This design comes from an exercise in tuning for small area and a short achievable clock period on the open sky130 flow, not from production work. At most, simulation tests tie the RTL to the original design; equivalence was not proved. Power and IR drop assume default switching activity.

==> inputs of trial 84 <==
==> flow/design.v (excerpt) <==
module fpalu_top (
	input  logic                 clk,
	input  logic                 rst,
	input  logic                 in_valid,
	input  fpalu_pkg::fpalu_op_t op,
	input  logic                 a_sgn,
	input  fpalu_pkg::exp_t      a_exp,
	input  fpalu_pkg::man_t      a_man,
	input  logic                 b_sgn,
	input  fpalu_pkg::exp_t      b_exp,
	input  fpalu_pkg::man_t      b_man,
	output logic                 out_valid,
	output logic                 y_sgn,
	output fpalu_pkg::exp_t      y_exp,
	output fpalu_pkg::man_t      y_man
);
==> module fpalu_top, before the edit <==
module fpalu_top (
	input  logic                 clk,
	input  logic                 rst,
	input  logic                 in_valid,
	input  fpalu_pkg::fpalu_op_t op,
	input  logic                 a_sgn,
	input  fpalu_pkg::exp_t      a_exp,
	input  fpalu_pkg::man_t      a_man,
	input  logic                 b_sgn,
	input  fpalu_pkg::exp_t      b_exp,
	input  fpalu_pkg::man_t      b_man,
	output logic                 out_valid,
	output logic                 y_sgn,
	output fpalu_pkg::exp_t      y_exp,
	output fpalu_pkg::man_t      y_man
);
	logic        a_lt_b, lt, mul;
	logic [5:0]  dab, dba;
	logic        nz_a, nz_b;
	logic [10:0] sb;
	logic [5:0]  one, two, neg;
	exp_lt u_lt (
		.a (a_exp),
		.b (b_exp),
		.lt(a_lt_b)
	);
	always_comb begin
		mul = (op == fpalu_pkg::OP_MUL);
		lt = a_lt_b & ~mul;
		dab = a_exp - b_exp;
		dba = b_exp - a_exp;
		nz_a = (a_exp[4:0] != '0);
		nz_b = (b_exp[4:0] != '0);
		sb = {nz_b, b_man[9:0]};
	end
	booth_enc u_enc (
		.y  (sb),
		.one(one),
		.two(two),
		.neg(neg)
	);
	logic        v1, mul1, sl1, sr1;
	logic [5:0]  el1, d1;
	logic [21:0] ml1, mr1;
	always_ff @(posedge clk) begin
		v1 <= in_valid & ~rst;
		mul1 <= mul;
		sl1 <= lt ? b_sgn : a_sgn;
		sr1 <= lt ? a_sgn : b_sgn;
		d1 <= a_lt_b ? dba : dab;
		el1 <= lt ? b_exp : a_exp;
		if (mul) begin
			ml1 <= {6'({1'b0, a_exp[4:0]} + {1'b0, b_exp[4:0]} + 6'd3), 4'b0, nz_b, nz_a, a_man[9:0]};
			mr1 <= {4'b0, neg, two, one};
		end else begin
			ml1 <= lt ? b_man : a_man;
			mr1 <= lt ? a_man : b_man;
		end
	end
	logic [21:0] rsh;
	logic        lz, sub;
	logic [22:0] prod_s, prod_c;
	logic        pz, nz_r;
	logic [5:0]  pexp;
	operand_align u_align (
		.man(mr1),
		.d  (d1),
		.sh (rsh)
	);
	booth_mul u_mul (
		.m    (ml1[10:0]),
		.one  (mr1[5:0]),
		.two  (mr1[11:6]),
		.neg  (mr1[17:12]),
		.row_s(prod_s),
		.row_c(prod_c)
	);
	always_comb begin
		lz = (ml1 == '0);	 
		sub = sl1 ^ sr1;
		nz_r = ml1[11];
		pz = (ml1[10:0] == '0) || (mr1[11:0] == '0);	 
		pexp = ml1[21:16] + (pz ? 6'd0 : 6'(!ml1[10]) + 6'(!nz_r));
	end
	logic        v2, sg2, byp2, ci2;
	logic [5:0]  e2;
	logic [22:0] x2, y2;
	always_ff @(posedge clk) begin
		v2 <= v1 & ~rst;
		if (mul1) begin
			x2 <= prod_s;
			y2 <= prod_c;
			ci2 <= 1'b0;
			e2 <= pexp;
			sg2 <= sub;
			byp2 <= 1'b0;
		end else begin
			x2 <= {1'b0, ml1 | (mr1 & {22{lz}})};
			y2 <= lz ? '0 : {1'b0, rsh};
			ci2 <= sub & ~lz;	 
			e2 <= lz ? el1 - d1 + 6'd1 : el1 + 6'd1;	 
			sg2 <= lz ? sr1 : sl1;
			byp2 <= lz;
		end
	end
	logic [23:0] sum;
	always_comb sum = {x2, ci2} + {y2 ^ {23{ci2}}, ci2};	 
	logic        v3, sg3, byp3;
	logic [5:0]  e3;
	logic [22:0] w3;
	always_ff @(posedge clk) begin
		v3 <= v2 & ~rst;
		w3 <= sum[23:1];
		e3 <= e2;
		sg3 <= sg2;
		byp3 <= byp2;
	end
	logic [4:0]  n, z;
	logic [21:0] nman;
	lzc23 u_lzc (
		.w(w3),
		.n(n)
	);
	always_comb z = byp3 ? 5'd1 : n;	 
	sum_normalize u_norm (
		.w  (w3),
		.z  (z),
		.man(nman)
	);
	always_ff @(posedge clk) begin
		out_valid <= v3 & ~rst;
		y_sgn <= sg3;
		y_exp <= e3 - 6'(z);
		y_man <= nman;
	end
endmodule
Settings: LEC_CHECK=0, CAP_MARGIN=20, CORE_MARGIN=2, CORE_UTILIZATION=40, SETUP_SLACK_MARGIN=2.7, SLEW_MARGIN=20, TNS_END_PERCENT=5; clock period 5.5 ns.
standard.sh (not shown) runs the stock make flow with config.mk's settings and CLKGATE_MAP_FILE= SYNTH_SCRIPT=/design/flow/synth_recipe.tcl, a recipe that flattens the netlist after the stock synthesis.
==> flow/flow/run.sh <==
#!/bin/bash
# Standard layout, with the port buffers made from plain buffers instead of
# the delay cells buffer_ports picks by default.
set -euo pipefail
cd "$(dirname "$0")/.."
bash standard.sh synth > synth.log 2>&1
bash standard.sh "BUFFER_PORTS_ARGS=-buffer_cell sky130_fd_sc_hd__buf_1" RECOVER_POWER=50 finish > layout.log 2>&1
==> trial 35 (differences from trial 84) <==
--- a/flow/design.v
+++ b/flow/design.v
@@ -315,9 +315,16 @@
 			byp2 <= 1'b0;
+		end else if (lz) begin
+			x2 <= {mr1, 1'b0};
+			y2 <= '0;
+			ci2 <= 1'b0;
+			e2 <= el1 - d1;	 
+			sg2 <= sr1;
+			byp2 <= 1'b1;
 		end else begin
-			x2 <= {1'b0, ml1 | (mr1 & {22{lz}})};
-			y2 <= lz ? '0 : {1'b0, rsh};
-			ci2 <= sub & ~lz;	 
-			e2 <= lz ? el1 - d1 + 6'd1 : el1 + 6'd1;	 
-			sg2 <= lz ? sr1 : sl1;
-			byp2 <= lz;
+			x2 <= {1'b0, ml1};
+			y2 <= {1'b0, rsh} ^ {23{sub}};
+			ci2 <= sub;
+			e2 <= el1 + 6'd1;
+			sg2 <= sl1;
+			byp2 <= 1'b0;
 		end
@@ -325,3 +332,3 @@
 	logic [23:0] sum;
-	always_comb sum = {x2, ci2} + {y2 ^ {23{ci2}}, ci2};	 
+	always_comb sum = {x2, ci2} + {y2, ci2};	 
 	logic        v3, sg3, byp3;
@@ -342,3 +349,3 @@
 	);
-	always_comb z = byp3 ? 5'd1 : n;	 
+	always_comb z = byp3 ? 5'd0 : n;	 
 	sum_normalize u_norm (
==> flow/flow/run.sh (replaced) <==
#!/bin/bash
# Standard layout, with the port buffers made from plain buffers instead of
# the delay cells buffer_ports picks by default.
set -euo pipefail
cd "$(dirname "$0")/.."
bash standard.sh synth > synth.log 2>&1
bash standard.sh "BUFFER_PORTS_ARGS=-buffer_cell sky130_fd_sc_hd__buf_2" finish > layout.log 2>&1
- TNS_END_PERCENT: 5 -> not set
==> build 40 (differences from trial 84) <==
==> flow/flow/run.sh (replaced) <==
#!/bin/bash
# Standard layout, with the port buffers made from plain buffers instead of
# the delay cells buffer_ports picks by default.
set -euo pipefail
cd "$(dirname "$0")/.."
bash standard.sh synth > synth.log 2>&1
bash standard.sh "BUFFER_PORTS_ARGS=-buffer_cell sky130_fd_sc_hd__buf_1" finish > layout.log 2>&1
- CORE_UTILIZATION: 40 -> 50
- PLACE_DENSITY: not set -> 0.7
- TNS_END_PERCENT: 5 -> not set
==> summary of the runs <==
Build 40 finished clean. Trial 35 finished clean. Trial 84 produced a layout that fails on max-capacitance violations, max-slew violations. Global-route usage: build 40 > trial 35 > trial 84. Non-clock buffer count, lowest first: trial 84, build 40, trial 35. In build 40 the die area is lower than in trial 84, by 20%. Synthesized cell count: trial 84 is smaller than trial 35 (4.7%). Fmax: trial 84 < trial 35 < build 40. Clock-buffer cell count: trial 35 is lower than build 40 (2). Sequential power is about the same in trial 84 and trial 35. Against build 40, the wire length of trial 84 is higher by about 4.5%. Between trial 35 and build 40, the lower final cell count is in build 40 (gap about 13%, measured against build 40). First-iteration DRC count: trial 84 is smaller than trial 35 (30%). Clock skew: trial 84 > trial 35 > build 40.
==> figures <==
item	build 40	trial 35	trial 84
Run status	complete, no violations	complete, no violations	failed layout checks
Reasons for failing layout checks	-	-	max-capacitance violations, max-slew violations
Routed wire length	33,090 µm	39,720 µm	34,580 µm
Number of global-route vias before repair	9,981	11,200	9,871
Max rail drop VDD	271.4 µV	266.4 µV	237.1 µV
Crit path buffers/inverters	1	3	0
Sequential share of power	0.302	0.281	0.302
Met3 routed wirelength	2575 µm	2391 µm	2058 µm
CP dominant cell by count	fa_1	-	nor4_1
Filler cell count	2,157	3,094	2,965
Placement row count	57	66	64
Routed met1 length	13,790 µm	17,140 µm	15,290 µm
R2R depth	7	7	6
Kind of start point of the critical path	flop	input pin	flop
Worst reg-to-reg setup slack	2.72 ns	2.71 ns	1.72 ns
Clock distribution area overhead in the final layout	0.04221	0.03990	0.04274
Detail-routed via count per cell	5.952	5.700	5.646
Post-placement setup slack	1.711 ns	1.656 ns	1.688 ns
Power consumed by sequential cells	2.22 mW	2.21 mW	2.22 mW
Die Width	161.4 µm	184.3 µm	180.0 µm
Area of combinational cells with multiple inputs	8367 µm²	9075 µm²	8308 µm²
Area fraction of the dominant cell type after synthesis	0.2878	0.2742	0.2878
Placed cell count	1,720	1,908	1,792
Hold Path Sink	e3[4]$_DFF_P_	e3[4]$_DFF_P_	byp3$_DFF_P_
Only the layout flow was run in trial 35; the RTL was not checked for function there.

## static timing again, ports no longer ideal
The flow's constraints put no driver on any port. The routed layouts listed below were extracted and timed again, unchanged, in two steps.
Step 1: set_driving_cell puts a clkbuf_16 on clk and a buf_2 on each other input, an assumption about the parent block.
Step 2 adds t to the input delays and takes it off the output delays; t is the mean of the earliest and latest rising clock arrival at the registers after step 1. Input paths then give back, and output paths get back, about the clock's delay inside the block.
a / b / c = ideal / step 1 / step 2; a / b = the first two.
run	shift t [ns]	setup slack, ns	clock arrival spread, ns	worst data-port slew with drivers (ns)	pins driven straight from the clock port
trial 84	0.483	1.723 / 1.723 / 1.721	0.019 / 0.020	0.04	1
trial 35	0.487	2.672 / 2.669 / 2.181	0.014 / 0.013	0.05	1
build 40	0.481	2.724 / 2.724 / 2.332	0.013 / 0.013	0.04	1
For trial 35, which loses most, drivers alone change the setup slack by -0.003 ns; drivers and shift together by -0.491 ns.
